This is an optimization exercise on Yosys and OpenROAD, whose aim is small area, a short achievable clock period and few clock cycles per item, not a production implementation. In this exercise RTL edits were held to simulation tests only and were not proved equivalent to the original.

### flow/design.v
module riscv_muldiv_unit #(
    parameter int XLEN = 32
) (
    input  logic            clk,
    input  logic            rst,
    input  logic            start_i,
    input  logic [2:0]      op_i,
    input  logic [XLEN-1:0] a_i,
    input  logic [XLEN-1:0] b_i,
    input  logic            kill_i,
    output logic            freeze_pipe,
    output logic            busy_o,
    output logic            done_o,
    output logic [XLEN-1:0] result_o,
    output logic            div_zero_o
);
    localparam int K  = 8;                   
    localparam int NB = K / 2;               
    localparam int ND = (33 + K - 1) / K;    
    localparam int TW = $clog2(ND);
    localparam int BW = ND * K;
    typedef enum logic [2:0] {
        S_IDLE = 3'd0,
        S_MUL  = 3'd1,
        S_PREP = 3'd2,
        S_DIV  = 3'd3,
        S_DONE = 3'd4
    } state_t;
    state_t state;
    logic [1:0]  op_q;       
    logic [32:0] xr;         
    logic [32:0] br;         
    logic [NB-1:0] bo_q;     
    logic [NB-1:0] bt_q;     
    logic [NB-1:0] bn_q;     
    logic [63:0] sr;         
    logic [3:0]  cnt;        
    logic        sa_q;       
    logic        sb_q;       
    logic        dz_q;       
    logic [31:0] res_q;      
    logic        neg_q;      
    logic accept;
    assign accept = (state == S_IDLE) & start_i & ~kill_i;
    logic is_div, div_sgn, mul_sga, mul_sgb;
    assign is_div  = op_i[2];
    assign div_sgn = op_i[2] & ~op_i[0];
    assign mul_sga = ~op_i[2] & (op_i[1:0] != 2'd3);
    assign mul_sgb = ~op_i[2] & ~op_i[1];
    function automatic logic [ND-1:0] fits(input logic [32:0] v);
        logic [32:0]   w;
        logic [ND-1:0] f;
        w = v[32] ? ~v : v;
        for (int i = 0; i < ND; i++) begin
            f[i] = ((w >> (K * i + K - 1)) == 33'd0);
        end
        fits = f;
    endfunction
    function automatic logic [K:0] group_sel(input logic [32:0] v, input logic [TW-1:0] t);
        logic [BW:0] e;
        e = {{(BW-32){v[32]}}, v, 1'b0};
        group_sel = e[t*K +: K+1];
    endfunction
    function automatic logic [TW-1:0] enc(input logic [ND-1:0] f);
        logic [TW-1:0] t;
        t = TW'(ND - 1);
        for (int i = ND - 2; i >= 0; i--) begin
            if (f[i]) t = TW'(i);
        end
        enc = t;
    endfunction
    logic [32:0]   a_ext, b_ext;
    logic [ND-1:0] fa, fb;
    logic          swap;
    logic [TW-1:0] tsel;
    assign a_ext = {mul_sga & a_i[31], a_i};
    assign b_ext = {mul_sgb & b_i[31], b_i};
    assign fa    = fits(a_ext);
    assign fb    = fits(b_ext);
    assign swap  = |(fa & ~fb);               
    assign tsel  = swap ? enc(fa) : enc(fb);
    logic [31:0] a_abs, b_abs;
    logic        a_neg, b_neg;
    assign a_neg = div_sgn & a_i[31];
    assign b_neg = div_sgn & b_i[31];
    assign a_abs = a_neg ? -a_i : a_i;
    assign b_abs = b_neg ? -b_i : b_i;
    function automatic logic [3*NB-1:0] booth_enc(input logic [K:0] g);
        logic [NB-1:0] o, t, n;
        for (int j = 0; j < NB; j++) begin
            n[j] = g[2*j+2];
            o[j] = g[2*j+1] ^ g[2*j];
            t[j] = (g[2*j+2] & ~g[2*j+1] & ~g[2*j]) | (~g[2*j+2] & g[2*j+1] & g[2*j]);
        end
        booth_enc = {n, t, o};
    endfunction
    logic [63:0] rows [0:NB-1];
    logic [K-1:0] bneg;
    always_comb begin : booth
        logic [33:0] r;
        bneg = '0;
        for (int j = 0; j < NB; j++) begin
            r   = ({34{bo_q[j]}} & {xr[32], xr}) | ({34{bt_q[j]}} & {xr, 1'b0});
            r   = r ^ {34{bn_q[j]}};
            bneg[2*j] = bn_q[j];
            rows[j] = {30'd0, ~r[33], r[32:0]} << (2 * j);
        end
    end
    localparam logic [63:0] BCONST = 64'd0 - ((64'd1 << 33) * (((64'd1 << (2 * NB)) - 64'd1) / 64'd3));
    function automatic logic [63:0] csa_s(input logic [63:0] a, input logic [63:0] b, input logic [63:0] c);
        csa_s = a ^ b ^ c;
    endfunction
    function automatic logic [63:0] csa_c(input logic [63:0] a, input logic [63:0] b, input logic [63:0] c);
        csa_c = {(a[62:0] & b[62:0]) | (a[62:0] & c[62:0]) | (b[62:0] & c[62:0]), 1'b0};
    endfunction
    function automatic logic [63:0] ks_add(input logic [63:0] a, input logic [63:0] b);
        logic [63:0] g, p, gg, pp;
        g = a & b;
        p = a ^ b;
        gg = g;
        pp = p;
        for (int d = 1; d < 64; d = d * 2) begin
            gg = gg | (pp & (gg << d));
            pp = pp & ((pp << d) | ((64'd1 << d) - 64'd1));
        end
        ks_add = p ^ {gg[62:0], 1'b0};
    endfunction
    logic [63:0] s_sh, s1a, c1a, s1b, c1b, s2, c2, s3, c3, pr_mul;
    assign s_sh   = {sr[63-K:0], bneg};
    assign s1a    = csa_s(rows[0], rows[1], rows[2]);
    assign c1a    = csa_c(rows[0], rows[1], rows[2]);
    assign s1b    = csa_s(rows[3], s_sh, BCONST);
    assign c1b    = csa_c(rows[3], s_sh, BCONST);
    assign s2     = csa_s(s1a, c1a, s1b);
    assign c2     = csa_c(s1a, c1a, s1b);
    assign s3     = csa_s(s2, c2, c1b);
    assign c3     = csa_c(s2, c2, c1b);
    assign pr_mul = ks_add(s3, c3);
    function automatic logic [5:0] lzc32(input logic [31:0] v);
        logic [5:0] n;
        n = 6'd32;
        for (int i = 0; i < 32; i++) begin
            if (v[i]) n = 6'(31 - i);
        end
        lzc32 = n;
    endfunction
    logic [5:0]  lza, lzb;
    logic [6:0]  sdiff;
    logic        b_zero, q_zero;
    logic [4:0]  sh;
    logic [32:0] d_al;
    assign lza    = lzc32(sr[63:32]);
    assign lzb    = lzc32(xr[31:0]);
    assign sdiff  = {1'b0, lzb} - {1'b0, lza};
    assign b_zero = (xr[31:0] == 32'd0);
    assign q_zero = sdiff[6];                    
    assign sh     = sdiff[4:0] | 5'd1;
    assign d_al   = {1'b0, xr[31:0]} << sh;
    logic [31:0] pre_res;
    logic        pre_neg;
    assign pre_res = op_q[1] ? sr[63:32] : {32{b_zero}};
    assign pre_neg = op_q[1] & sa_q;
    logic [34:0] df1, df2, df3;
    logic [34:0] t3s, t3c;
    logic [35:0] t3;
    logic        ge1, ge2, ge3;
    logic [31:0] r_nx, q_nx, d_fin;
    logic        d_neg;
    assign df1 = {3'b0, sr[63:32]} - {2'b0, xr};
    assign df2 = {3'b0, sr[63:32]} - {3'b0, xr[32:1]};
    logic [34:0] t3a, t3b, t3d;
    assign t3a = {3'b0, sr[63:32]};
    assign t3b = ~{2'b0, xr};
    assign t3d = ~{3'b0, xr[32:1]};
    assign t3s = t3a ^ t3b ^ t3d;
    assign t3c = {(t3a[33:0] & t3b[33:0]) | (t3a[33:0] & t3d[33:0]) | (t3b[33:0] & t3d[33:0]), 1'b1};
    assign t3  = {t3s, 1'b1} + {t3c, 1'b1};
    assign df3 = t3[35:1];
    assign ge1 = ~df1[34];
    assign ge2 = ~df2[34];
    assign ge3 = ~df3[34];
    always_comb begin
        unique case ({ge1, ge1 ? ge3 : ge2})
            2'b11:   r_nx = df3[31:0];
            2'b10:   r_nx = df1[31:0];
            2'b01:   r_nx = df2[31:0];
            default: r_nx = sr[63:32];
        endcase
    end
    assign q_nx  = {sr[29:0], ge1, ge1 ? ge3 : ge2};
    assign d_neg = op_q[1] ? sa_q : (sa_q ^ sb_q);
    assign d_fin = op_q[1] ? r_nx : q_nx;
    assign busy_o      = (state != S_IDLE);
    assign done_o      = (state == S_DONE) & ~kill_i;
    assign div_zero_o  = (state == S_DONE) & dz_q & ~kill_i;
    assign freeze_pipe = busy_o ? (state != S_DONE) : (start_i & ~kill_i);
    assign result_o    = neg_q ? -res_q : res_q;
    always_ff @(posedge clk or negedge rst) begin
        if (!rst) begin
            state <= S_IDLE;
            res_q <= '0;
            neg_q <= 1'b0;
        end else begin
            unique case (state)
                S_IDLE: begin
                    if (accept) state <= is_div ? S_PREP : S_MUL;
                end
                S_MUL: begin
                    if (kill_i) begin
                        state <= S_IDLE;
                    end else if (cnt[TW-1:0] == '0) begin
                        res_q <= (op_q == 2'd0) ? pr_mul[31:0] : pr_mul[63:32];
                        neg_q <= 1'b0;
                        state <= S_DONE;
                    end
                end
                S_PREP: begin
                    if (kill_i) begin
                        state <= S_IDLE;
                    end else if (b_zero | q_zero) begin
                        res_q <= pre_res;
                        neg_q <= pre_neg;
                        state <= S_DONE;
                    end else begin
                        state <= S_DIV;
                    end
                end
                S_DIV: begin
                    if (kill_i) begin
                        state <= S_IDLE;
                    end else if (cnt == 4'd0) begin
                        res_q <= d_fin;
                        neg_q <= d_neg;
                        state <= S_DONE;
                    end
                end
                S_DONE: begin
                    state <= S_IDLE;
                end
                default: begin
                    state <= S_IDLE;
                end
            endcase
        end
    end
    always_ff @(posedge clk) begin
        unique case (state)
            S_IDLE: begin
                if (accept) begin
                    op_q <= op_i[1:0];
                    sa_q <= a_neg;
                    sb_q <= b_neg;
                    dz_q <= is_div & (b_i == 32'd0);
                    if (is_div) begin
                        xr <= {1'b0, b_abs};
                        sr <= {a_abs, 32'd0};
                    end else begin
                        xr     <= swap ? b_ext : a_ext;
                        br     <= swap ? a_ext : b_ext;
                        cnt    <= 4'(tsel);
                        {bn_q, bt_q, bo_q} <= booth_enc(group_sel(swap ? a_ext : b_ext, tsel));
                        sr     <= 64'd0;
                    end
                end
            end
            S_MUL: begin
                sr    <= pr_mul;
                cnt   <= cnt - 4'd1;
                {bn_q, bt_q, bo_q} <= booth_enc(group_sel(br, cnt[TW-1:0] - TW'(1)));
            end
            S_PREP: begin
                xr  <= d_al;
                cnt <= sdiff[4:1];
            end
            S_DIV: begin
                xr  <= {2'b0, xr[32:2]};
                cnt <= cnt - 4'd1;
                sr  <= {r_nx, q_nx};
            end
            default: ;
        endcase
    end
endmodule
### flow/run.sh
#!/bin/bash
# synth_recipe.tcl (not shown) runs the flow's synth.tcl, then flattens the netlist and writes it again
# the make line also repeats each setting of config.mk as NAME=value (left out here)
make -C /OpenROAD-flow-scripts/flow DESIGN_CONFIG=/design/flow/config.mk WORK_HOME=/design/flow/orfs CLKGATE_MAP_FILE= SYNTH_SCRIPT=/design/flow/synth_recipe.tcl finish
### flow/config.mk
export PLATFORM = sky130hd
export DESIGN_NAME = riscv_muldiv_unit
export DESIGN_NICKNAME = riscv_muldiv_unit
export VERILOG_FILES = /design/flow/design.v
export SDC_FILE = /design/flow/constraint.sdc
export NUM_CORES = 4
export LEC_CHECK = 0
export ABC_AREA = 1
export CAP_MARGIN = 20
export CORE_MARGIN = 2
export CORE_UTILIZATION = 50
export SETUP_SLACK_MARGIN = 5
export SLEW_MARGIN = 20
### flow/constraint.sdc
create_clock -name core_clock -period 11.0 [get_ports {clk}]
set_input_delay 2.2000 -clock core_clock [delete_from_list [all_inputs] [get_ports {clk}]]
set_output_delay 2.2000 -clock core_clock [all_outputs]
set_load 0.01 [all_outputs]
==> flow_summary.rst, run 1 <==
.. list-table::
   :header-rows: 1

   * - Metric
     - Value
   * - Worst setup EP type
     - flop
   * - Largest fanout on the critical path
     - 16
   * - Dominant register cell in the synthesized netlist
     - sky130_fd_sc_hd__edfxtp_1
   * - Number of buffers added by the clock tree synthesis step
     - 17
   * - Post-synthesis cell count
     - around 4300
   * - Max-capacitance violation count
     - 0
   * - Drt initial violations
     - between 4000 and 5000
   * - Path type of the worst min-delay path
     - flop to flop
   * - Number of global-route vias before repair
     - 30480
   * - Number of flip-flops and latches in the synthesized netlist
     - 187
   * - Async set-or-reset flop fraction in the synthesized netlist
     - roughly a fifth
   * - Setup slack of the worst register-to-register path
     - 5.04 ns
   * - Dominant cell by count in the synthesized netlist
     - sky130_fd_sc_hd__nand2_1
   * - CTS root buf
     - sky130_fd_sc_hd__clkbuf_16
   * - Initial antenna violation count
     - 1
   * - Skew-Pair Late Insertion Delay
     - 0.50 ns
   * - First-pass GRT wire length
     - 195400 um
   * - Die X-Extent
     - 249.9 um
   * - Post-synthesis net count
     - 4759
   * - Slew headroom
     - between 20% and 30%
   * - Final setup violation count
     - 0
   * - Final design utilization
     - 57.32%
   * - EDFF count, synth
     - 151
   * - Multi-input combinational cell area
     - 22810 um^2
   * - Area taken by flip-flops and latches
     - ~5400 um^2
   * - Top Ports
     - 107
   * - Critical path start-end classification
     - flop to flop
   * - Synthesized area divided by synthesized cell count
     - between 7 and 8 um^2
   * - Area of the core
     - 60020 um^2
   * - Half-perimeter wire length after placement
     - approximately 100000 um
   * - H-tree levels
     - 4
   * - Vias post-DR
     - 32630
   * - Final wirelength
     - 136200 um
   * - Fill count
     - 5905
   * - Source of the critical timing path
     - bo_q[1]
   * - Number of different library cells in the post-synthesis netlist
     - 81
   * - Post-synth top area cell
     - sky130_fd_sc_hd__edfxtp_1
   * - Largest cells by area after synthesis
     - sky130_fd_sc_hd__edfxtp_1 15%, sky130_fd_sc_hd__nand2_1 12%, sky130_fd_sc_hd__ha_1 10%, sky130_fd_sc_hd__fa_1 8.5%, sky130_fd_sc_hd__xor2_1 6.5%
   * - Post-Syn Area
     - a little over 30000 um^2
   * - Count of final hold-check violations
     - 0
   * - Synth-to-Final Area Change
     - 13.83%
   * - CTS sink cnt
     - 187
   * - Nets@finish
     - 4836
   * - Number of antenna repair diodes
     - 0
   * - Share of the synthesized area in the top cell type
     - between 10% and 20%
   * - Total die area
     - between 60000 and 70000 um^2
   * - Cells on worst reg2reg path
     - 27
   * - GR Util All Layers
     - 42.13%
   * - Routed length per placed instance
     - 26.24 um
   * - Crit path capture
     - sr[50]
   * - Placer's final routability congestion estimate
     - 1.064
   * - Fin Hold WS
     - slightly above 0.5 ns
   * - Peak clock frequency supported by timing
     - 0.1678 GHz
   * - Final Cycle Share
     - 54.16%
   * - First-pass DRT Iterations
     - 6
   * - Maximum root-to-sink buffer count
     - 2
   * - Required @ worst endpoint
     - 11.22 ns
   * - Setup Total Neg Slack
     - 0 ns
   * - Worst endpoint data arrival time
     - between 6 and 7 ns
   * - IO Port Bufs
     - 106
   * - Clock tree from TritonCTS
     - yes
   * - Synthesis Warnings
     - 2
   * - Proportion of synthesized chip area in sequential cells
     - 17.98%
   * - Minimum clock period
     - roughly 6 ns
   * - Pins Over Slew Limit
     - 0
   * - Final global-route overflow total
     - 0
   * - Vertical die dimension
     - 249.9 um
   * - Critical Path Start Type
     - flop
   * - Capture instance of the worst register-to-register path
     - sr[50]
   * - Total placed cells including tap cells
     - approximately 5100
   * - Number of rows in the core area
     - 90
   * - Setup repair after global routing missed its margin
     - yes
   * - Final ANT Viol Nets
     - 0
   * - Via-to-Cell Ratio
     - 6.289
   * - Clock transition at the register clock pins on the worst setup and hold paths after CTS
     - 0.08 ns
   * - Run status
     - no timing/DRC/antenna violations
   * - Share of cells above drive strength 1
     - 10.03%
   * - List of most frequent post-synthesis cells
     - 947 x sky130_fd_sc_hd__nand2_1, 468 x sky130_fd_sc_hd__inv_1, 343 x sky130_fd_sc_hd__a21oi_1
   * - Maximum number of pins on one net before global-route repair
     - 80
   * - Slew @ Worst Pin
     - 1.059 ns
   * - Post-route DRC
     - 0
   * - Largest clock skew in the final design
     - 0.01856 ns
   * - Fin cells
     - 5189
   * - Reg-to-Reg Start
     - bo_q[1]
   * - Initial core utilization
     - 50.35%
## per-layer routing
layer | vias to the layer above | wire (um) | track usage [%] | part of all wire [%]
met3 | 452 | 13370 | 7.645 | 9.8
met5 | - | 0 | 0 | 0
met2 | 1939 | 58660 | 65.18 | 43
met1 | 15330 | 51840 | 52.75 | 38
li1 | 14910 | - | - | -
met4 | 0 | 12320 | 30.83 | 9.0
## cell families (layout without fill, tap and decap cells)
family / Yosys count / in the layout / share of synthesized area, %
simple gates: 1596 / 1599 / 22.29
compound gates: 1151 / 1151 / 22.98
buf+inv: 701 / 788 / 9.166
fa+ha+maj: 371 / 371 / 18.56
xor+xnor: 310 / 310 / 8.984
flops: 187 / 187 / 17.98
mux: 1 / 1 / 0.03312
## stage by stage
| step | setup slack (ns) | cell area [um^2] |
|---|---|---|
| floorplan | 5.575 | 30220 |
| global placement | 3.680 | 31830 |
| detailed placement | 3.640 | 31830 |
| CTS | 4.975 | 33230 |
| global route | 4.874 | 34400 |
| finish | 5.042 | 34400 |
## flip-flops by register name, indices dropped and copies added, names as in the netlist, 2 cells and up
| register | cells |
|---|---|
| bo_q | 4 |
| res_q | 32 |
| bt_q | 4 |
| br | 33 |
| xr | 33 |
| bn_q | 4 |
| state | 3 |
| op_q | 2 |
| cnt | 4 |
| sr | 64 |
## critical path, stage by stage, from the launching register on
cell and delay, ns:
sky130_fd_sc_hd__edfxtp_1 0.55, sky130_fd_sc_hd__inv_2 0.14, sky130_fd_sc_hd__buf_12 0.18, sky130_fd_sc_hd__o22ai_2 0.16
sky130_fd_sc_hd__xor2_1 0.21, sky130_fd_sc_hd__fa_1 0.47, sky130_fd_sc_hd__fa_1 0.50, sky130_fd_sc_hd__inv_1 0.05
sky130_fd_sc_hd__fa_1 0.55, sky130_fd_sc_hd__ha_4 0.22, sky130_fd_sc_hd__a21o_1 0.18, sky130_fd_sc_hd__a21oi_2 0.16
sky130_fd_sc_hd__o21ai_2 0.09, sky130_fd_sc_hd__a21boi_2 0.19, sky130_fd_sc_hd__o21ai_2 0.09, sky130_fd_sc_hd__a21boi_2 0.21
sky130_fd_sc_hd__o21ai_4 0.12, sky130_fd_sc_hd__a21boi_4 0.28, sky130_fd_sc_hd__o21ai_2 0.11, sky130_fd_sc_hd__a21boi_2 0.19
sky130_fd_sc_hd__o21ai_2 0.10, sky130_fd_sc_hd__nand2_2 0.14, sky130_fd_sc_hd__nor2_2 0.05, sky130_fd_sc_hd__nand3_1 0.08
sky130_fd_sc_hd__nand3_2 0.11, sky130_fd_sc_hd__or2_1 0.29, sky130_fd_sc_hd__nand3_2 0.12, sky130_fd_sc_hd__o211ai_1 0.11
## placed cells by master, fill, tap and decap left out, types with 9 or more instances in the layout
master	count
sky130_fd_sc_hd__nand2_1	935
sky130_fd_sc_hd__inv_1	450
sky130_fd_sc_hd__a21oi_1	337
sky130_fd_sc_hd__o21ai_0	304
sky130_fd_sc_hd__nor2_1	259
sky130_fd_sc_hd__ha_1	237
sky130_fd_sc_hd__xor2_1	215
sky130_fd_sc_hd__nand3_1	188
sky130_fd_sc_hd__o22ai_1	159
sky130_fd_sc_hd__edfxtp_1	151
sky130_fd_sc_hd__fa_1	127
sky130_fd_sc_hd__buf_4	119
sky130_fd_sc_hd__clkdlybuf4s50_1	102
sky130_fd_sc_hd__xnor2_1	75
sky130_fd_sc_hd__o21ai_1	51
sky130_fd_sc_hd__a31oi_1	48
sky130_fd_sc_hd__nor3_1	47
sky130_fd_sc_hd__dfrtp_1	36
sky130_fd_sc_hd__o221ai_1	32
sky130_fd_sc_hd__o211ai_1	31
sky130_fd_sc_hd__nand4_1	27
sky130_fd_sc_hd__nor4_1	25
sky130_fd_sc_hd__nand2_2	24
sky130_fd_sc_hd__clkbuf_16	24
sky130_fd_sc_hd__inv_2	22
sky130_fd_sc_hd__o21ai_2	21
sky130_fd_sc_hd__buf_12	18
sky130_fd_sc_hd__or2_2	17
sky130_fd_sc_hd__nor2_2	15
sky130_fd_sc_hd__clkinvlp_4	13
sky130_fd_sc_hd__o21bai_1	11
sky130_fd_sc_hd__nand3_2	11
sky130_fd_sc_hd__a22oi_1	11
sky130_fd_sc_hd__o21a_1	11
sky130_fd_sc_hd__nand3b_1	11
sky130_fd_sc_hd__xor2_2	9
sky130_fd_sc_hd__o31ai_1	9
sky130_fd_sc_hd__o31ai_2	9
## what timing repair did
item	CTS	global route
gates resized for setup	86	109
cloned	5	8
hold buffers	0	0
setup endpoints to repair	89	109
setup buffers	35	52
pin swaps	12	52
## layout make-up
cell class | count | share of cell area [%]
repair buffers | 258 | 7.630
clock inverters | 15 | 0.5165
clock buffers | 17 | 1.237
well taps | 782 | 2.844
multi-input cells | 3432 | 66.32
flip-flops and latches | 187 | 15.80
repair inverters | 1 | 0.02182
inverters | 497 | 5.634
## worst min-delay path by stage
| stage | slack [ns] | to | depth (start not counted) | start |
|---|---|---|---|---|
| finish | 0.51 | res_q[31] | 2 | res_q[31] |
| global route | 0.54 | res_q[31] | 2 | res_q[31] |
| CTS | 0.51 | res_q[31] | 2 | res_q[31] |
| detailed placement | 0.50 | res_q[31] | 2 | res_q[31] |
| global placement | 0.49 | res_q[31] | 2 | res_q[31] |
| floorplan | 0.47 | res_q[31] | 2 | res_q[31] |
Testbench counts, summed over its fixed seeds: cycles 15,042, ops 3,200.
==> run 2, diff against run 1 <==
--- a/flow/config.mk
+++ b/flow/config.mk
@@ -10,3 +10,3 @@
 export CORE_MARGIN = 2
-export CORE_UTILIZATION = 50
+export CORE_UTILIZATION = 40
 export SETUP_SLACK_MARGIN = 5
==> run 2 against run 1 <==
Worst setup slack better by 0.036 ns. Global-route usage down 8.0 points. Sequential share of layout area up 0.14 points. Clock skew up 0.0011 ns. Routed wire length about the same.
==> flow_summary.rst, run 2 <==
.. list-table::
   :header-rows: 1

   * - Metric
     - Value
   * - Share of cells above drive strength 1
     - 9.257%
   * - Setup Total Neg Slack
     - 0 ns
   * - Top Ports
     - 107
   * - Post-synthesis cell count
     - 4317
   * - Final Cycle Share
     - 53.83%
   * - Clock transition at the register clock pins on the worst setup and hold paths after CTS
     - 0.09 ns
   * - Max stage delay on crit path
     - 0.52 ns
   * - Routed length per placed instance
     - 25.43 um
   * - Synthesized area divided by synthesized cell count
     - ~7 um^2
   * - Slew @ Worst Pin
     - 1.022 ns
   * - Maximum number of pins on one net before global-route repair
     - 65
   * - Total die area
     - slightly below 80000 um^2
   * - Post-synthesis net count
     - 4759
   * - Worst setup EP type
     - flop
   * - Initial core utilization
     - 40.53%
   * - Placer's final routability congestion estimate
     - ~1.1
   * - Cell type with the highest occurrence count on the critical path
     - sky130_fd_sc_hd__nand2_1
   * - Number of rows in the core area
     - 100
   * - Skew-Pair Late Insertion Delay
     - between 0.5 and 0.6 ns
   * - Worst endpoint data arrival time
     - 6.16 ns
   * - Run status
     - no timing/DRC/antenna violations
   * - CTS sink cnt
     - 187
   * - Number of buffers added by the clock tree synthesis step
     - 17
   * - H-tree levels
     - 4
   * - Half-perimeter wire length after placement
     - 104600 um
   * - Final setup violation count
     - 0
   * - Largest fanout on the critical path
     - 6
   * - Nets@finish
     - 4815
   * - First-pass GRT wire length
     - 197700 um
   * - Dominant cell by count in the synthesized netlist
     - sky130_fd_sc_hd__nand2_1
   * - CTS root buf
     - sky130_fd_sc_hd__clkbuf_16
   * - Initial antenna violation count
     - 1
   * - Max-capacitance violation count
     - 0
   * - Count of final hold-check violations
     - 0
   * - Path type of the worst min-delay path
     - flop to flop
   * - GR Util All Layers
     - between 30% and 40%
   * - Required @ worst endpoint
     - 11.23 ns
   * - Via-to-Cell Ratio
     - 6.053
   * - Area of the core
     - 74570 um^2
   * - Crit path max-delay cell type
     - sky130_fd_sc_hd__fa_1
   * - Total placed cells including tap cells
     - around 5200
   * - Post-Syn Area
     - 30220 um^2
   * - Minimum clock period
     - 5.922 ns
   * - First-pass DRT Iterations
     - 9
   * - Proportion of synthesized chip area in sequential cells
     - 17.98%
   * - Dominant register cell in the synthesized netlist
     - sky130_fd_sc_hd__edfxtp_1
   * - Vertical die dimension
     - 278.9 um
   * - Post-route DRC
     - 0
   * - Slew headroom
     - between 30% and 40%
   * - Peak clock frequency supported by timing
     - around 0.17 GHz
   * - Drt initial violations
     - between 3000 and 4000
   * - Commonest cells after routing, fill and taps aside
     - 935 x sky130_fd_sc_hd__nand2_1, 450 x sky130_fd_sc_hd__inv_1, 335 x sky130_fd_sc_hd__a21oi_1, 304 x sky130_fd_sc_hd__o21ai_0, 261 x sky130_fd_sc_hd__nor2_1
   * - Synthesis Warnings
     - 2
   * - Most frequent standard cell in the layout excluding fill and tap cells
     - sky130_fd_sc_hd__nand2_1
   * - Share of the synthesized area in the top cell type
     - around 15%
   * - Post-synth top area cell
     - sky130_fd_sc_hd__edfxtp_1
   * - Async set-or-reset flop fraction in the synthesized netlist
     - 19.25%
   * - Setup repair after global routing missed its margin
     - yes
   * - IO Port Bufs
     - 106
   * - Synth-to-Final Area Change
     - 12.83%
   * - Number of global-route vias before repair
     - 30320
   * - Register with the most flip-flops
     - sr
   * - Number of flip-flops in the largest register
     - 64
   * - Critical path start-end classification
     - flop to flop
   * - Pins Over Slew Limit
     - 0
   * - List of most frequent post-synthesis cells
     - 947 x sky130_fd_sc_hd__nand2_1, 468 x sky130_fd_sc_hd__inv_1, 343 x sky130_fd_sc_hd__a21oi_1
   * - Maximum root-to-sink buffer count
     - 2
   * - Largest registers ranked by flip-flop count
     - sr x64, br x33, xr x33
   * - Number of flip-flops and latches in the synthesized netlist
     - 187
   * - EDFF count, synth
     - 151
   * - Fin cells
     - 5356
   * - Die X-Extent
     - 278.9 um
   * - Vias post-DR
     - 32420
   * - Final global-route overflow total
     - 0
   * - Clock tree from TritonCTS
     - yes
   * - Final ANT Viol Nets
     - 0
   * - Final wirelength
     - approximately 140000 um
   * - Critical Path Start Type
     - flop
   * - Number of different library cells in the post-synthesis netlist
     - 81
   * - Largest cells by area after synthesis
     - sky130_fd_sc_hd__edfxtp_1 15%, sky130_fd_sc_hd__nand2_1 12%, sky130_fd_sc_hd__ha_1 10%, sky130_fd_sc_hd__fa_1 8.5%, sky130_fd_sc_hd__xor2_1 6.5%
   * - Largest clock skew in the final design
     - 0.01962 ns
-- run 2: cell counts after synthesis --
Identical to the previous run, type by type.
-- run 2: through the flow --
| step | util (%) | cell area, um^2 | hold slack [ns] | setup slack [ns] |
|---|---|---|---|---|
| 2_1_floorplan | - | 30220 | 0.4695 | 5.575 |
| 3_3_place_gp | 42.94 | 32020 | 0.4895 | 3.621 |
| 3_5_place_dp | 42.94 | 32020 | 0.4975 | 3.634 |
| 4_1_cts | 44.53 | 33210 | 0.5184 | 5.008 |
| 5_1_grt | 45.72 | 34100 | 0.5661 | 4.930 |
| 6_report | 45.73 | 34100 | 0.5065 | 5.078 |
-- run 2: worst paths after layout --
path	depth (start not counted)	endpoint	slack [ns]	startpoint
setup reg to reg	26	sr[52]	5.08	xr[3]
min in group asynchronous	1	res_q[7]	1.79	rst
setup / recovery	26	sr[52]	5.08	xr[3]
hold reg to reg	2	res_q[31]	0.51	res_q[31]
max in group asynchronous	1	state[2]	8.68	rst
hold / removal	2	res_q[31]	0.51	res_q[31]
-- run 2: what timing repair did --
action,in CTS,in global routing
pin swaps,4,31
hold buffers,0,0
setup endpoints to repair,104,98
buffers inserted,36,41
cloned,3,5
resized for setup,72,96
-- run 2: final cells by class --
type	instances	area, um^2
fillers	7730	40470
multi-input cells	3432	22640
flip-flops and latches	187	5435
repair buffers	236	2272
inverters	497	1951
well taps	969	1212
clock buffers	18	429.2
clock inverters	14	147.6
repair inverters	2	12.51
diodes	1	2.502
-- run 2: per-layer routing --
metal  global-route usage [%]  vias up  part of all wire (%)
li1                         -    14870                     -
met1                    45.01    15370                    40
met2                    52.12     1815                    43
met3                    5.364      365                   9.4
met4                    21.35        2                   7.5
met5                        0        -                0.0066
-- run 2: critical path, delay by kind of cell, from the launching register on --
family	cells	cell delay [ns]
xor+xnor	1	0.22
fa+ha+maj	4	1.69
simple gates	6	0.62
buf+inv	3	0.65
flops	1	0.49
compound gates	12	1.97
-- run 2: cell families after synthesis --
family | after synthesis | synth area share, %
simple gates | 1596 | 22.29
compound gates | 1151 | 22.98
buf+inv | 701 | 9.166
fa+ha+maj | 371 | 18.56
xor+xnor | 310 | 8.984
flops | 187 | 17.98
mux | 1 | 0.03312
==> run 3, diff against run 2 <==
--- a/flow/design.v
+++ b/flow/design.v
@@ -26,3 +26,4 @@
         S_DIV  = 3'd3,
-        S_DONE = 3'd4
+        S_DONE = 3'd4,
+        S_FIX  = 3'd5
     } state_t;
@@ -36,2 +37,3 @@
     logic [63:0] sr;         
+    logic        rs_q;       
     logic [3:0]  cnt;        
@@ -155,37 +157,27 @@
     assign b_zero = (xr[31:0] == 32'd0);
-    assign q_zero = sdiff[6];                    
+    assign q_zero = sr[63:32] < xr[31:0];        
     assign sh     = sdiff[4:0] | 5'd1;
     assign d_al   = {1'b0, xr[31:0]} << sh;
-    logic [31:0] pre_res;
-    logic        pre_neg;
-    assign pre_res = op_q[1] ? sr[63:32] : {32{b_zero}};
-    assign pre_neg = op_q[1] & sa_q;
-    logic [34:0] df1, df2, df3;
-    logic [34:0] t3s, t3c;
-    logic [35:0] t3;
-    logic        ge1, ge2, ge3;
+    logic        early;
+    logic [31:0] early_res;
+    assign early     = (state == S_PREP) & (b_zero | q_zero);
+    assign early_res = op_q[1] ? sr[31:0] : {32{b_zero}};
+    logic        fix;
+    logic [34:0] rr, d1, d2, t1, t2;
+    logic [35:0] u1, u2;
+    logic        ng1, ng2;
     logic [31:0] r_nx, q_nx, d_fin;
     logic        d_neg;
-    assign df1 = {3'b0, sr[63:32]} - {2'b0, xr};
-    assign df2 = {3'b0, sr[63:32]} - {3'b0, xr[32:1]};
-    logic [34:0] t3a, t3b, t3d;
-    assign t3a = {3'b0, sr[63:32]};
-    assign t3b = ~{2'b0, xr};
-    assign t3d = ~{3'b0, xr[32:1]};
-    assign t3s = t3a ^ t3b ^ t3d;
-    assign t3c = {(t3a[33:0] & t3b[33:0]) | (t3a[33:0] & t3d[33:0]) | (t3b[33:0] & t3d[33:0]), 1'b1};
-    assign t3  = {t3s, 1'b1} + {t3c, 1'b1};
-    assign df3 = t3[35:1];
-    assign ge1 = ~df1[34];
-    assign ge2 = ~df2[34];
-    assign ge3 = ~df3[34];
-    always_comb begin
-        unique case ({ge1, ge1 ? ge3 : ge2})
-            2'b11:   r_nx = df3[31:0];
-            2'b10:   r_nx = df1[31:0];
-            2'b01:   r_nx = df2[31:0];
-            default: r_nx = sr[63:32];
-        endcase
-    end
-    assign q_nx  = {sr[29:0], ge1, ge1 ? ge3 : ge2};
+    assign fix = (state == S_FIX);
+    assign rr  = {{3{rs_q}}, sr[63:32]};
+    assign d1  = {2'b0, xr & {33{~fix}}} ^ {35{~rs_q}};
+    assign u1  = {rr, 1'b1} + {d1, ~rs_q};
+    assign t1  = u1[35:1];
+    assign ng1 = t1[34];
+    assign d2  = {3'b0, xr[32:1]} ^ {35{~ng1}};
+    assign u2  = {t1, 1'b1} + {d2, ~ng1};
+    assign t2  = u2[35:1];
+    assign ng2 = t2[34];
+    assign r_nx  = t2[31:0];
+    assign q_nx  = {sr[29:0], ~ng1, ~ng2};
     assign d_neg = op_q[1] ? sa_q : (sa_q ^ sb_q);
@@ -193,6 +185,8 @@
     assign busy_o      = (state != S_IDLE);
-    assign done_o      = (state == S_DONE) & ~kill_i;
-    assign div_zero_o  = (state == S_DONE) & dz_q & ~kill_i;
-    assign freeze_pipe = busy_o ? (state != S_DONE) : (start_i & ~kill_i);
-    assign result_o    = neg_q ? -res_q : res_q;
+    logic fin;
+    assign fin         = (state == S_DONE) | early;
+    assign done_o      = fin & ~kill_i;
+    assign div_zero_o  = fin & dz_q & ~kill_i;
+    assign freeze_pipe = busy_o ? ~fin : (start_i & ~kill_i);
+    assign result_o    = early ? early_res : (neg_q ? -res_q : res_q);
     always_ff @(posedge clk or negedge rst) begin
@@ -219,6 +213,6 @@
                         state <= S_IDLE;
-                    end else if (b_zero | q_zero) begin
-                        res_q <= pre_res;
-                        neg_q <= pre_neg;
-                        state <= S_DONE;
+                    end else if (early) begin
+                        res_q <= early_res;
+                        neg_q <= 1'b0;
+                        state <= S_IDLE;
                     end else begin
@@ -231,4 +225,17 @@
                     end else if (cnt == 4'd0) begin
-                        res_q <= d_fin;
-                        neg_q <= d_neg;
+                        if (op_q[1] & ng2) begin
+                            state <= S_FIX;
+                        end else begin
+                            res_q <= d_fin;
+                            neg_q <= d_neg;
+                            state <= S_DONE;
+                        end
+                    end
+                end
+                S_FIX: begin
+                    if (kill_i) begin
+                        state <= S_IDLE;
+                    end else begin
+                        res_q <= r_nx;
+                        neg_q <= sa_q;
                         state <= S_DONE;
@@ -254,4 +261,5 @@
                     if (is_div) begin
-                        xr <= {1'b0, b_abs};
-                        sr <= {a_abs, 32'd0};
+                        xr   <= {1'b0, b_abs};
+                        sr   <= {a_abs, a_i};
+                        rs_q <= 1'b0;
                     end else begin
@@ -271,9 +279,11 @@
             S_PREP: begin
-                xr  <= d_al;
-                cnt <= sdiff[4:1];
+                xr       <= d_al;
+                cnt      <= sdiff[4:1];
+                sr[31:0] <= 32'd0;
             end
             S_DIV: begin
-                xr  <= {2'b0, xr[32:2]};
-                cnt <= cnt - 4'd1;
-                sr  <= {r_nx, q_nx};
+                if (cnt != 4'd0) xr <= {2'b0, xr[32:2]};
+                cnt  <= cnt - 4'd1;
+                sr   <= {r_nx, q_nx};
+                rs_q <= ng2;
             end
--- a/flow/config.mk
+++ b/flow/config.mk
@@ -8,6 +8,7 @@
 export ABC_AREA = 1
-export CAP_MARGIN = 20
+export CAP_MARGIN = 5
 export CORE_MARGIN = 2
-export CORE_UTILIZATION = 40
+export CORE_UTILIZATION = 50
 export SETUP_SLACK_MARGIN = 5
-export SLEW_MARGIN = 20
+export SLEW_MARGIN = 5
+export TNS_END_PERCENT = 5
==> run 3 against run 2 <==
Sequential share of layout area fell by 0.12 points. Highest routed layer unchanged. Global-route usage grew 13 points. Final cell count fell by 3.2%. Sequential cell count grew 1. Die area down 22%. Clock-buffer cell count decreased by 1. Fmax is 7.5% lower.
==> flow_summary.rst, run 3 <==
.. list-table::
   :header-rows: 1

   * - Metric
     - Value
   * - Largest clock skew in the final design
     - 0.02593 ns
   * - Max-capacitance violation count
     - 0
   * - Setup Total Neg Slack
     - 0 ns
   * - Dominant register cell in the synthesized netlist
     - sky130_fd_sc_hd__edfxtp_1
   * - Required @ worst endpoint
     - 11.26 ns
   * - Clock tree from TritonCTS
     - yes
   * - Peak clock frequency supported by timing
     - 0.1562 GHz
   * - Max stage delay on crit path
     - 0.53 ns
   * - IO Port Bufs
     - roughly 110
   * - Post-synthesis net count
     - 4665
   * - Maximum number of pins on one net before global-route repair
     - 65
   * - Register with the most flip-flops
     - sr
   * - Synthesis Warnings
     - 2
   * - Pins Over Slew Limit
     - 0
   * - Final Cycle Share
     - about 58%
   * - H-tree levels
     - 4
   * - Drt initial violations
     - 5681
   * - Number of buffers added by the clock tree synthesis step
     - 17
   * - First-pass DRT Iterations
     - 9
   * - CTS sink cnt
     - ~190
   * - Worst setup EP type
     - flop
   * - Run status
     - no timing/DRC/antenna violations
   * - Async set-or-reset flop fraction in the synthesized netlist
     - a little under a fifth
   * - Slew @ Worst Pin
     - 1.267 ns
   * - Routed length per placed instance
     - between 20 and 30 um
   * - Die X-Extent
     - 246.4 um
   * - Worst endpoint data arrival time
     - about 6.7 ns
   * - Top Ports
     - around 110
   * - Initial antenna violation count
     - 13
   * - Post-route DRC
     - 0
   * - Post-Syn Area
     - 29370 um^2
   * - Largest registers ranked by flip-flop count
     - sr x64, br x33, xr x33
   * - Initial core utilization
     - 50.72%
   * - Number of rows in the core area
     - 88
   * - Crit path max-delay cell type
     - sky130_fd_sc_hd__fa_1
   * - Path type of the worst min-delay path
     - flop to flop
   * - Share of the synthesized area in the top cell type
     - 15.54%
   * - Clock transition at the register clock pins on the worst setup and hold paths after CTS
     - 0.10 ns
   * - Final global-route overflow total
     - 0
   * - Maximum root-to-sink buffer count
     - 2
   * - Number of flip-flops and latches in the synthesized netlist
     - 188
   * - First-pass GRT wire length
     - 207800 um
   * - Kind of cell adding the most delay to the critical path
     - compound AO/OA/AOI/OAI gates
   * - Minimum clock period
     - between 6 and 7 ns
   * - Slew headroom
     - 14.91%
   * - List of most frequent post-synthesis cells
     - 820 x sky130_fd_sc_hd__nand2_1, 485 x sky130_fd_sc_hd__inv_1, 365 x sky130_fd_sc_hd__o21ai_0
   * - Dominant cell by count in the synthesized netlist
     - sky130_fd_sc_hd__nand2_1
   * - CP bufs+invs
     - 3
   * - Commonest cells after routing, fill and taps aside
     - 800 x sky130_fd_sc_hd__nand2_1, 439 x sky130_fd_sc_hd__inv_1, 350 x sky130_fd_sc_hd__o21ai_0, 338 x sky130_fd_sc_hd__a21oi_1, 286 x sky130_fd_sc_hd__xor2_1
   * - Fin cells
     - 5183
   * - Critical Path Start Type
     - flop
   * - Number of different library cells in the post-synthesis netlist
     - 66
   * - Total placed cells including tap cells
     - between 4000 and 5000
   * - Fin Hold WS
     - 0.5344 ns
   * - Count of final hold-check violations
     - 0
   * - Placer's final routability congestion estimate
     - 1.107
   * - Largest fanout on the critical path
     - 16
   * - Proportion of synthesized chip area in sequential cells
     - 18.61%
   * - Post-synthesis cell count
     - 4261
   * - Most frequent standard cell in the layout excluding fill and tap cells
     - sky130_fd_sc_hd__nand2_1
   * - Number of flip-flops in the largest register
     - 64
   * - Share of cells above drive strength 1
     - 11.70%
   * - Vias post-DR
     - about 34000
   * - Post-synth top area cell
     - sky130_fd_sc_hd__edfxtp_1
   * - Post-CTS Hold Buffers
     - 0
   * - Final design utilization
     - 59.72%
   * - Total die area
     - 60700 um^2
   * - Synthesized area divided by synthesized cell count
     - 6.893 um^2
   * - EDFF count, synth
     - about 150
   * - Half-perimeter wire length after placement
     - about 110000 um
   * - Via-to-Cell Ratio
     - roughly 6.6
   * - Final wirelength
     - 149700 um
   * - Synth-to-Final Area Change
     - 17.74%
   * - Area of the core
     - 57920 um^2
   * - Critical path start-end classification
     - flop to flop
   * - Final setup violation count
     - 0
   * - Nets@finish
     - between 4000 and 5000
   * - Number of global-route vias before repair
     - approximately 30000
   * - GR Util All Layers
     - 47.23%
   * - Skew-Pair Late Insertion Delay
     - about 0.53 ns
   * - Final ANT Viol Nets
     - 0
   * - Vertical die dimension
     - 246.4 um
   * - Cell type with the highest occurrence count on the critical path
     - sky130_fd_sc_hd__nand2_1
   * - Setup repair after global routing missed its margin
     - yes
   * - Largest cells by area after synthesis
     - sky130_fd_sc_hd__edfxtp_1 16%, sky130_fd_sc_hd__nand2_1 10%, sky130_fd_sc_hd__ha_1 10%, sky130_fd_sc_hd__xor2_1 9.2%, sky130_fd_sc_hd__fa_1 6.4%
   * - CTS root buf
     - sky130_fd_sc_hd__clkbuf_16
[run 3: cell types whose count changed after synthesis, moves of 21 or more]
cell / change
sky130_fd_sc_hd__fa_1: -35
sky130_fd_sc_hd__xor2_1: +81
sky130_fd_sc_hd__xnor2_1: -21
sky130_fd_sc_hd__nand2_1: -127
sky130_fd_sc_hd__o211ai_1: +33
sky130_fd_sc_hd__o21ai_0: +52
sky130_fd_sc_hd__o221ai_1: +23
sky130_fd_sc_hd__clkbuf_1: +30
sky130_fd_sc_hd__nor2_1: +27
[run 3: per-stage QoR]
stage          cell area [um^2]  setup WS [ns]
3_3_place_gp              30920          3.300
4_1_cts                   32940          4.683
6_report                  34580          4.599
3_5_place_dp              30920          3.390
5_1_grt                   34570          4.522
2_1_floorplan             29370          5.463
[run 3: kinds of logic after synthesis]
family,Yosys count,share of synthesized area [%]
AND/OR/NAND/NOR,1446,20.34
adder cells (fa/ha/maj),333,16.59
buffers and inverters,723,9.367
multiplexers,2,0.06816
AO/OA/AOI/OAI,1199,24.00
XOR/XNOR,370,11.03
flip-flops,188,18.61
[run 3: repair_timing]
action / in CTS / in global routing
gates cloned: 8 / 11
pin swaps: 8 / 44
gates resized for setup: 122 / 195
setup buffers: 95 / 70
setup endpoints to repair: 150 / 152
[run 3: cell type report]
| cell class | count | area (um^2) |
|---|---|---|
| diodes | 8 | 20.02 |
| clock buffers | 17 | 425.4 |
| clock inverters | 15 | 210.2 |
| fillers | 5634 | 23330 |
| inverters | 506 | 2077 |
| multi-input cells | 3354 | 22220 |
| flip-flops and latches | 188 | 5472 |
| well taps | 765 | 957.2 |
| repair buffers | 324 | 3153 |
| repair inverters | 6 | 50.05 |
[run 3: layer usage]
metal / GRT usage, % / vias up / share of wire (%)
li1: - / 14920 / -
met1: 60.12 / 15950 / 37
met2: 65.96 / 2602 / 39
met3: 20.29 / 607 / 16
met4: 27.23 / 22 / 7.5
met5: 2.124 / - / 0.25
[run 3: path summary, 6_finish.rpt]
| path | startpoint | to | slack (ns) | cells past startpoint |
|---|---|---|---|---|
| worst max-delay path | bo_q[0] | sr[51] | 4.60 | 28 |
| worst min-delay path | res_q[30] | res_q[30] | 0.53 | 2 |
| worst max register to register | bo_q[0] | sr[51] | 4.60 | 28 |
| worst min register to register | res_q[30] | res_q[30] | 0.53 | 2 |
| max in group asynchronous | rst | state[2] | 8.50 | 1 |
| min in group asynchronous | rst | res_q[0] | 1.81 | 1 |
[run 3: worst reg2reg max path: cells and delay by family, from the launching register on]
family                     cells  cell delay, ns
xor gates and xnor gates       2            0.58
buffers and inverters          3            0.28
and+or+nand+nor                8            0.73
DFF                            1            0.44
adders and majority gates      4            1.87
AOI/OAI and AO/OA             11            2.26
Testbench counts of run 3, summed over its fixed seeds: cycles 14,527, ops 3,200.
==> run 4, diff against run 3 <==
--- a/flow/config.mk
+++ b/flow/config.mk
@@ -8,3 +8,3 @@
 export ABC_AREA = 1
-export CAP_MARGIN = 5
+export CAP_MARGIN = 20
 export CORE_MARGIN = 2
@@ -12,3 +12,2 @@
 export SETUP_SLACK_MARGIN = 5
-export SLEW_MARGIN = 5
-export TNS_END_PERCENT = 5
+export SLEW_MARGIN = 20
==> run 4 against run 3 <==
Clock skew is 0.0046 ns lower. Worst setup slack better by 0.29 ns. Synthesized cell count stayed put. Die area stayed put. Register-to-register slack better by 0.29 ns. Critical path depth is 1 lower. Sequential share of layout area is 0.29 points lower. Clock-buffer cell count is 1 higher. Critical endpoint is now sr[63]. Largest cell class unchanged.
==> flow_summary.rst, run 4 <==
.. list-table::
   :header-rows: 1

   * - Metric
     - Value
   * - CP bufs+invs
     - 4
   * - Synthesis Warnings
     - 2
   * - Peak clock frequency supported by timing
     - 0.1637 GHz
   * - Dominant cell by count in the synthesized netlist
     - sky130_fd_sc_hd__nand2_1
   * - Slew headroom
     - 12.07%
   * - Number of global-route vias before repair
     - 30530
   * - Worst endpoint data arrival time
     - 6.38 ns
   * - Path type of the worst min-delay path
     - flop to flop
   * - Count of final hold-check violations
     - 0
   * - GR Util All Layers
     - 47.80%
   * - EDFF count, synth
     - 152
   * - Capture instance of the worst register-to-register path
     - sr[63]
   * - Initial antenna violation count
     - 17
   * - Clock tree from TritonCTS
     - yes
   * - Final setup violation count
     - 0
   * - Routed length per placed instance
     - 28.75 um
   * - Largest fanout on the critical path
     - 5
   * - Critical Path Stages
     - 27
   * - Pins Over Slew Limit
     - 0
   * - Drt initial violations
     - 5229
   * - Max stage delay on crit path
     - 0.49 ns
   * - Cells on worst reg2reg path
     - 27
   * - Final Cycle Share
     - 55.53%
   * - Number of flip-flops and latches in the synthesized netlist
     - 188
   * - Skew-Pair Late Insertion Delay
     - 0.52 ns
   * - Dominant register cell in the synthesized netlist
     - sky130_fd_sc_hd__edfxtp_1
   * - Slew @ Worst Pin
     - 1.310 ns
   * - Simple-Gate Fraction of Synth Area
     - 20.34%
   * - Post-synth top area cell
     - sky130_fd_sc_hd__edfxtp_1
   * - Share of the synthesized area in the top cell type
     - 15.54%
   * - Maximum root-to-sink buffer count
     - 2
   * - Largest registers ranked by flip-flop count
     - sr x64, br x33, xr x33
   * - List of most frequent post-synthesis cells
     - 820 x sky130_fd_sc_hd__nand2_1, 485 x sky130_fd_sc_hd__inv_1, 365 x sky130_fd_sc_hd__o21ai_0
   * - Synthesized area divided by synthesized cell count
     - 6.893 um^2
   * - Number of flip-flops in the largest register
     - 64
   * - Final ANT Viol Nets
     - 0
   * - Async set-or-reset flop fraction in the synthesized netlist
     - between 10% and 20%
   * - Worst setup EP type
     - flop
   * - Half-perimeter wire length after placement
     - 111400 um
   * - Setup Total Neg Slack
     - 0 ns
   * - Total die area
     - 60700 um^2
   * - Number of different library cells in the post-synthesis netlist
     - 66
   * - Largest cells by area after synthesis
     - sky130_fd_sc_hd__edfxtp_1 16%, sky130_fd_sc_hd__nand2_1 10%, sky130_fd_sc_hd__ha_1 10%, sky130_fd_sc_hd__xor2_1 9.2%, sky130_fd_sc_hd__fa_1 6.4%
   * - First-pass DRT Iterations
     - 9
   * - Multiplexer share of the synthesized area
     - less than 1%
   * - Nets@finish
     - 4858
   * - Run status
     - no timing/DRC/antenna violations
   * - Register with the most flip-flops
     - sr
   * - Post-synthesis cell count
     - roughly 4300
   * - Post-synthesis net count
     - about 4700
   * - Number of buffers added by the clock tree synthesis step
     - 17
   * - Synth-to-Final Area Change
     - 19.95%
   * - Initial core utilization
     - 50.72%
   * - Final design utilization
     - 60.83%
   * - Number of rows in the core area
     - 88
   * - Area taken by flip-flops and latches
     - 5472 um^2
   * - Kind of cell adding the most delay to the critical path
     - compound AO/OA/AOI/OAI gates
   * - Post-synthesis compound-gate area fraction
     - between 20% and 30%
   * - Critical Path Start Type
     - flop
   * - Reg-to-Reg Start
     - xr[4]
   * - Post-Syn Area
     - 29370 um^2
   * - H-tree levels
     - 4
   * - Required @ worst endpoint
     - 11.27 ns
   * - Final global-route overflow total
     - 0
   * - Setup slack after layout
     - 4.892 ns
   * - IO Port Bufs
     - 106
   * - Multi-input combinational cell area
     - 22450 um^2
   * - Vertical die dimension
     - 246.4 um
   * - Most frequent standard cell in the layout excluding fill and tap cells
     - sky130_fd_sc_hd__nand2_1
   * - Top Ports
     - about 110
   * - Area of the core
     - 57920 um^2
   * - Setup slack of the worst register-to-register path
     - 4.89 ns
   * - Post-route DRC
     - 0
   * - Setup repair after global routing missed its margin
     - yes
   * - Crit path capture
     - sr[63]
   * - Worst setup slack after placement
     - 3.383 ns
   * - Crit path max-delay cell type
     - sky130_fd_sc_hd__fa_1
   * - Adder-cell area share of the yosys netlist
     - 16.59%
   * - Placer's final routability congestion estimate
     - 1.107
   * - Die X-Extent
     - 246.4 um
   * - Fill count
     - 5634
   * - Minimum clock period
     - approximately 6 ns
   * - CTS sink cnt
     - about 190
   * - Largest clock skew in the final design
     - 0.02138 ns
   * - Source of the critical timing path
     - xr[4]
   * - Max-capacitance violation count
     - 0
   * - Post-CTS Hold Buffers
     - 0
   * - Vias post-DR
     - 34260
   * - Clock transition at the register clock pins on the worst setup and hold paths after CTS
     - roughly 0.090 ns
   * - Final wirelength
     - between 150000 and 200000 um
   * - Commonest cells after routing, fill and taps aside
     - 800 x sky130_fd_sc_hd__nand2_1, 436 x sky130_fd_sc_hd__inv_1, 343 x sky130_fd_sc_hd__o21ai_0, 331 x sky130_fd_sc_hd__a21oi_1, 285 x sky130_fd_sc_hd__xor2_1
   * - Via-to-Cell Ratio
     - 6.541
   * - Proportion of synthesized chip area in sequential cells
     - 18.61%
   * - CTS root buf
     - sky130_fd_sc_hd__clkbuf_16
   * - Critical path start-end classification
     - flop to flop
   * - Share of cells above drive strength 1
     - 13.95%
   * - Maximum number of pins on one net before global-route repair
     - 65
   * - Dominant combinational cell family by area after synthesis
     - compound AO/OA/AOI/OAI gates
   * - Post-synthesis xor/xnor area fraction
     - 11.03%
   * - First-pass GRT wire length
     - 209700 um
[run 4: cell counts after synthesis]
No cell type changed its count.
[run 4: cells by family (layout without fill, tap and decap cells)]
kind of cell | after synthesis | after routing
mux | 2 | 2
compound gates | 1199 | 1199
xor+xnor | 370 | 370
other cells | 0 | 6
simple gates | 1446 | 1450
fa+ha+maj | 333 | 333
flops | 188 | 188
buf+inv | 723 | 925
[run 4: how the worst min path moves through the flow]
stage,depth (start not counted),start,endpoint
after floorplan,2,res_q[30],res_q[30]
after global placement,2,res_q[30],res_q[30]
after detailed placement,2,res_q[30],res_q[30]
after CTS,2,res_q[30],res_q[30]
after global routing,2,res_q[12],res_q[12]
final,2,res_q[12],res_q[12]
[run 4: repair_timing]
action | in CTS | in global routing
pin swaps | 29 | 62
hold endpoints to repair | 0 | 0
setup buffers | 128 | 94
endpoints found under the setup margin | 149 | 141
gates cloned | 14 | 5
gates resized for setup | 236 | 191
[run 4: per-layer routing]
layer	vias up	part of all wire [%]	GRT usage (%)
li1	15040	-	-
met3	589	16	20.29
met1	15970	37	61.16
met2	2644	39	66.47
met4	16	7.8	28.26
met5	-	0.068	0
[run 4: per-stage QoR]
step           hold slack (ns)  std cells  instance area (um^2)
2_1_floorplan           0.4545       4261                 29370
3_3_place_gp            0.4994       4959                 30920
3_5_place_dp            0.5124       4959                 30940
4_1_cts                 0.5332       5133                 33620
5_1_grt                 0.5676       5234                 35220
6_report                0.5412       5238                 35230
[run 4: worst register-to-register path: cells and delay by family (launching register included)]
family          cells  cell delay [ns]
compound gates     12             1.98
fa+ha+maj           4             1.57
buf+inv             4             0.71
xor+xnor            2             0.69
simple gates        5             0.50
flops               1             0.40
[run 4: final cells by class]
type	count	share of cell area [%]
Antenna cell	6	0.04262
Multi-Input combinational cell	3354	63.71
Clock buffer	18	1.222
Sequential cell	188	15.53
Inverter	506	5.916
Timing Repair inverter	6	0.1421
Tap cell	765	2.717
Clock inverter	14	0.4546
Timing Repair Buffer	381	10.27
==> run 5, diff against run 4 <==
--- a/flow/design.v
+++ b/flow/design.v
@@ -87,4 +87,4 @@
     assign b_neg = div_sgn & b_i[31];
-    assign a_abs = a_neg ? -a_i : a_i;
-    assign b_abs = b_neg ? -b_i : b_i;
+    assign a_abs = cneg(a_i, a_neg);
+    assign b_abs = cneg(b_i, b_neg);
     function automatic logic [3*NB-1:0] booth_enc(input logic [K:0] g);
@@ -117,13 +117,29 @@
     endfunction
-    function automatic logic [63:0] ks_add(input logic [63:0] a, input logic [63:0] b);
+    function automatic logic [63:0] sk_add(input logic [63:0] a, input logic [63:0] b,
+                                           input logic cin);
         logic [63:0] g, p, gg, pp;
-        g = a & b;
-        p = a ^ b;
+        g  = a & b;
+        p  = a ^ b;
+        g[0] = g[0] | (p[0] & cin);
         gg = g;
         pp = p;
-        for (int d = 1; d < 64; d = d * 2) begin
-            gg = gg | (pp & (gg << d));
-            pp = pp & ((pp << d) | ((64'd1 << d) - 64'd1));
+        for (int k = 0; k < 6; k++) begin
+            for (int i = 0; i < 64; i++) begin
+                if ((i >> k) & 1) begin
+                    gg[i] = gg[i] | (pp[i] & gg[((i >> k) << k) - 1]);
+                    pp[i] = pp[i] & pp[((i >> k) << k) - 1];
+                end
+            end
         end
-        ks_add = p ^ {gg[62:0], 1'b0};
+        sk_add = p ^ {gg[62:0], cin};
+    endfunction
+    function automatic logic [31:0] cneg(input logic [31:0] x, input logic neg);
+        logic [31:0] o;
+        o = x;
+        for (int k = 0; k < 5; k++) begin
+            for (int i = 0; i < 32; i++) begin
+                if ((i >> k) & 1) o[i] = o[i] | o[((i >> k) << k) - 1];
+            end
+        end
+        cneg = x ^ ({o[30:0], 1'b0} & {32{neg}});
     endfunction
@@ -139,3 +155,3 @@
     assign c3     = csa_c(s2, c2, c1b);
-    assign pr_mul = ks_add(s3, c3);
+    assign pr_mul = sk_add(s3, c3, 1'b0);
     function automatic logic [5:0] lzc32(input logic [31:0] v);
@@ -166,3 +182,2 @@
     logic [34:0] rr, d1, d2, t1, t2;
-    logic [35:0] u1, u2;
     logic        ng1, ng2;
@@ -173,2 +188,3 @@
     assign d1  = {2'b0, xr & {33{~fix}}} ^ {35{~rs_q}};
+    logic [35:0] u1, u2;
     assign u1  = {rr, 1'b1} + {d1, ~rs_q};
@@ -190,3 +206,3 @@
     assign freeze_pipe = busy_o ? ~fin : (start_i & ~kill_i);
-    assign result_o    = early ? early_res : (neg_q ? -res_q : res_q);
+    assign result_o    = early ? early_res : cneg(res_q, neg_q);
     always_ff @(posedge clk or negedge rst) begin
==> run 5 against run 4 <==
Still clean. Worst setup slack gained 0.095 ns. Sequential cell count unchanged. Die area fell by 4.1%. Fmax up 1.6%. Highest routed layer unchanged.
==> flow_summary.rst, run 5 <==
.. list-table::
   :header-rows: 1

   * - Metric
     - Value
   * - Count of final hold-check violations
     - 0
   * - Met1 usage
     - roughly three fifths
   * - Slew headroom
     - 20.17%
   * - Top Ports
     - roughly 110
   * - Pins Over Slew Limit
     - 0
   * - Simple-Gate Fraction of Synth Area
     - 21.45%
   * - Max-capacitance violation count
     - 0
   * - Critical path start-end classification
     - flop to primary output
   * - Number of flip-flops and latches in the synthesized netlist
     - 188
   * - Total die area
     - 58220 um^2
   * - Ordered list of cells on the worst path
     - buf_4 -> nor4_1 -> nand2_1 -> nor3_1 -> nand3_2 -> nand2_4 -> clkinvlp_4 -> buf_4 -> nor2_1 -> nand2_1 -> o21ai_1 -> buf_2
   * - Setup repair after global routing missed its margin
     - yes
   * - Vertical die dimension
     - ~240 um
   * - Nets@finish
     - around 4600
   * - Drt initial violations
     - 5411
   * - Post-synthesis compound-gate area fraction
     - 21.90%
   * - Maximum root-to-sink buffer count
     - 2
   * - Most frequent standard cell in the layout excluding fill and tap cells
     - sky130_fd_sc_hd__nand2_1
   * - Worst endpoint data arrival time
     - 3.81 ns
   * - Crit path max-delay cell type
     - sky130_fd_sc_hd__edfxtp_1
   * - Post-Syn Area
     - 28150 um^2
   * - Dominant register cell in the synthesized netlist
     - sky130_fd_sc_hd__edfxtp_1
   * - Global-route track usage on met2
     - 65.22%
   * - First-pass GRT wire length
     - 190700 um
   * - Largest cells by area after synthesis
     - sky130_fd_sc_hd__edfxtp_1 16%, sky130_fd_sc_hd__nand2_1 11%, sky130_fd_sc_hd__ha_1 10%, sky130_fd_sc_hd__xor2_1 9.0%, sky130_fd_sc_hd__fa_1 7.0%
   * - Path type of the worst min-delay path
     - flop to flop
   * - CTS root buf
     - sky130_fd_sc_hd__clkbuf_16
   * - Number of buffers added by the clock tree synthesis step
     - 17
   * - Final ANT Viol Nets
     - 0
   * - Final setup violation count
     - 0
   * - Dominant cell by count in the synthesized netlist
     - sky130_fd_sc_hd__nand2_1
   * - Post-CTS Hold Buffers
     - 0
   * - Half-perimeter wire length after placement
     - 100900 um
   * - Post-route DRC
     - 0
   * - Initial core utilization
     - between 50% and 60%
   * - Run status
     - no timing/DRC/antenna violations
   * - Post-synthesis xor/xnor area fraction
     - 10.95%
   * - Adder-cell area share of the yosys netlist
     - 17.46%
   * - Fill count
     - 5141
   * - GR Util All Layers
     - a little under half
   * - Placed instance area
     - 29670 um^2
   * - Critical Path Start Type
     - flop
   * - Final design utilization
     - 60.02%
   * - Synthesis Warnings
     - 2
   * - Peak clock frequency supported by timing
     - 0.1663 GHz
   * - Post-synth top area cell
     - sky130_fd_sc_hd__edfxtp_1
   * - Maximum number of pins on one net before global-route repair
     - 92
   * - Number of rows in the core area
     - 86
   * - Skew-Pair Late Insertion Delay
     - 0.52 ns
   * - Largest registers ranked by flip-flop count
     - sr x64, br x33, xr x33
   * - CTS sink cnt
     - about 190
   * - Final global-route overflow total
     - 0
   * - Synth-to-Final Area Change
     - 18.13%
   * - Number of different library cells in the post-synthesis netlist
     - 70
   * - Multiplexer share of the synthesized area
     - 0%
   * - Post-synthesis net count
     - 4422
   * - Share of the synthesized area in the top cell type
     - 16.21%
   * - H-tree levels
     - 4
   * - Placer's final routability congestion estimate
     - roughly 1.1
   * - Minimum clock period
     - around 6.0 ns
   * - Final wirelength
     - roughly 140000 um
   * - Final instance area
     - around 33000 um^2
   * - Slew @ Worst Pin
     - 1.185 ns
   * - Commonest cells after routing, fill and taps aside
     - 825 x sky130_fd_sc_hd__nand2_1, 365 x sky130_fd_sc_hd__inv_1, 299 x sky130_fd_sc_hd__o21ai_0, 279 x sky130_fd_sc_hd__a21oi_1, 278 x sky130_fd_sc_hd__xor2_1
   * - Share of cells above drive strength 1
     - 13.14%
   * - Initial antenna violation count
     - 6
   * - Async set-or-reset flop fraction in the synthesized netlist
     - a little under a fifth
   * - Max stage delay on crit path
     - 0.47 ns
   * - Via-to-Cell Ratio
     - ~6.6
   * - Worst setup EP type
     - primary output
   * - First-pass DRT Iterations
     - 9
   * - Number of global-route vias before repair
     - 29190
   * - Clock tree from TritonCTS
     - yes
   * - Required @ worst endpoint
     - 8.80 ns
   * - List of most frequent post-synthesis cells
     - 860 x sky130_fd_sc_hd__nand2_1, 403 x sky130_fd_sc_hd__inv_1, 350 x sky130_fd_sc_hd__o21ai_0
   * - Most used routing layer in global routing
     - met2
   * - Register with the most flip-flops
     - sr
   * - Area of the core
     - 55420 um^2
   * - Largest clock skew in the final design
     - 0.02280 ns
   * - Synthesized area divided by synthesized cell count
     - 7.009 um^2
   * - Die X-Extent
     - 241.3 um
   * - IO Port Bufs
     - 106
   * - Largest fanout on the critical path
     - 12
   * - Vias post-DR
     - 32240
   * - GR met3 Demand/Resource
     - 12.04%
   * - Clock transition at the register clock pins on the worst setup and hold paths after CTS
     - roughly 0.090 ns
   * - Routed length per placed instance
     - 27.85 um
   * - Number of flip-flops in the largest register
     - 64
   * - Worst setup slack after placement
     - 3.637 ns
   * - Setup slack after layout
     - around 5.0 ns
   * - EDFF count, synth
     - between 150 and 200
   * - Final Cycle Share
     - about 55%
   * - Dominant combinational cell family by area after synthesis
     - compound AO/OA/AOI/OAI gates
   * - Proportion of synthesized chip area in sequential cells
     - 19.41%
   * - Setup Total Neg Slack
     - 0 ns
   * - Post-synthesis cell count
     - ~4000
[run 5: cell count changes in the layout (fill, tap and decap cells not counted), moves of 19 or more]
cell                       delta
sky130_fd_sc_hd__o211ai_1    -29
sky130_fd_sc_hd__nor2_1      -41
sky130_fd_sc_hd__a31oi_1     -19
sky130_fd_sc_hd__a21oi_1     -52
sky130_fd_sc_hd__nand2_1     +25
sky130_fd_sc_hd__buf_4       -60
sky130_fd_sc_hd__inv_1       -71
sky130_fd_sc_hd__o21ai_0     -44
[run 5: final cells by class]
cell class	count	area [um^2]	area share (%)
multi-input combinational	3195	21440	64.46
sequential	188	5473	16.46
timing repair buffer	319	2922	8.784
inverter	421	1759	5.290
tap	748	935.9	2.814
clock buffer	17	425.4	1.279
clock inverter	15	205.2	0.6170
timing repair inverter	7	93.84	0.2822
antenna	2	5.005	0.01505
[run 5: logic make-up after synthesis]
logic type	Yosys count
xor gates and xnor gates	352
and+or+nand+nor	1456
buffers and inverters	640
DFF	188
AOI/OAI and AO/OA	1047
adders and majority gates	334
[run 5: routing by layer]
layer / part of all wire, % / wire length [um]
met5: 0.045 / 61
met4: 8.8 / 12070
met3: 14 / 19260
met2: 40 / 55220
met1: 37 / 50190
[run 5: final timing paths]
path                           start            to  slack, ns  cells after the start
max in group asynchronous        rst      state[2]       8.44                      1
min in group asynchronous        rst      res_q[8]       1.82                      1
hold reg to reg            res_q[28]     res_q[28]       0.59                      2
setup reg to reg            state[1]      res_q[6]       4.99                     39
setup / recovery               xr[6]  result_o[31]       4.99                     12
hold / removal             res_q[28]     res_q[28]       0.59                      2
[run 5: critical path, delay by kind of cell, from the launching register on]
| kind | cells | cell delay (ns) |
|---|---|---|
| AOI/OAI and AO/OA | 1 | 0.12 |
| buffers and inverters | 4 | 0.93 |
| and+or+nand+nor | 7 | 1.75 |
| DFF | 1 | 0.47 |
[run 5: stage by stage]
stage	hold slack [ns]	instances
finish	0.5863	4912
global route	0.5935	4910
CTS	0.5703	4819
detailed placement	0.5317	4701
global placement	0.5242	4701
floorplan	0.4909	4017
[run 5: repair_timing]
| action | CTS | global route |
|---|---|---|
| resized for setup | 197 | 248 |
| cloned | 5 | 11 |
| pin swaps | 27 | 60 |
| setup endpoints to repair | 138 | 137 |
| buffers inserted | 81 | 80 |
Testbench counts of run 5, summed over its fixed seeds: cycles 14,527, ops 3,200.

[what the ideal ports hide]
In the flow no input, the clock included, has a driving cell. The finished layouts below were timed again as built, in two steps.
Step 1 (the two cells are an assumption about what drives the block):
set clk [get_ports {clk}]
set_driving_cell -lib_cell sky130_fd_sc_hd__clkbuf_16 $clk
set_driving_cell -lib_cell sky130_fd_sc_hd__buf_2 [delete_from_list [all_inputs] $clk]
Step 2 moves the port delays by t, midway between the first and last clock arrival at a register: inputs arrive t later, outputs are due t later. That takes back most of the time a late clock gives input paths.
Slacks: no drivers / after step 1 / after step 2; pairs: no drivers / after step 1.
run	shift t [ns]	slack for setup (ns)	hold WS [ns]
run 1	0.558	5.042 / 5.042 / 4.669	0.513 / 0.513 / 0.513
run 2	0.565	5.078 / 5.078 / 4.764	0.506 / 0.506 / 0.506
run 3	0.579	4.599 / 4.599 / 4.309	0.534 / 0.534 / 0.534
run 4	0.575	4.892 / 4.892 / 4.598	0.541 / 0.541 / 0.541
run 5	0.571	4.987 / 4.923 / 4.528	0.586 / 0.586 / 0.586
After both steps setup and hold are still met in every run listed. For run 5, which loses most, drivers alone change the setup slack by -0.064 ns; drivers and shift together by -0.459 ns.
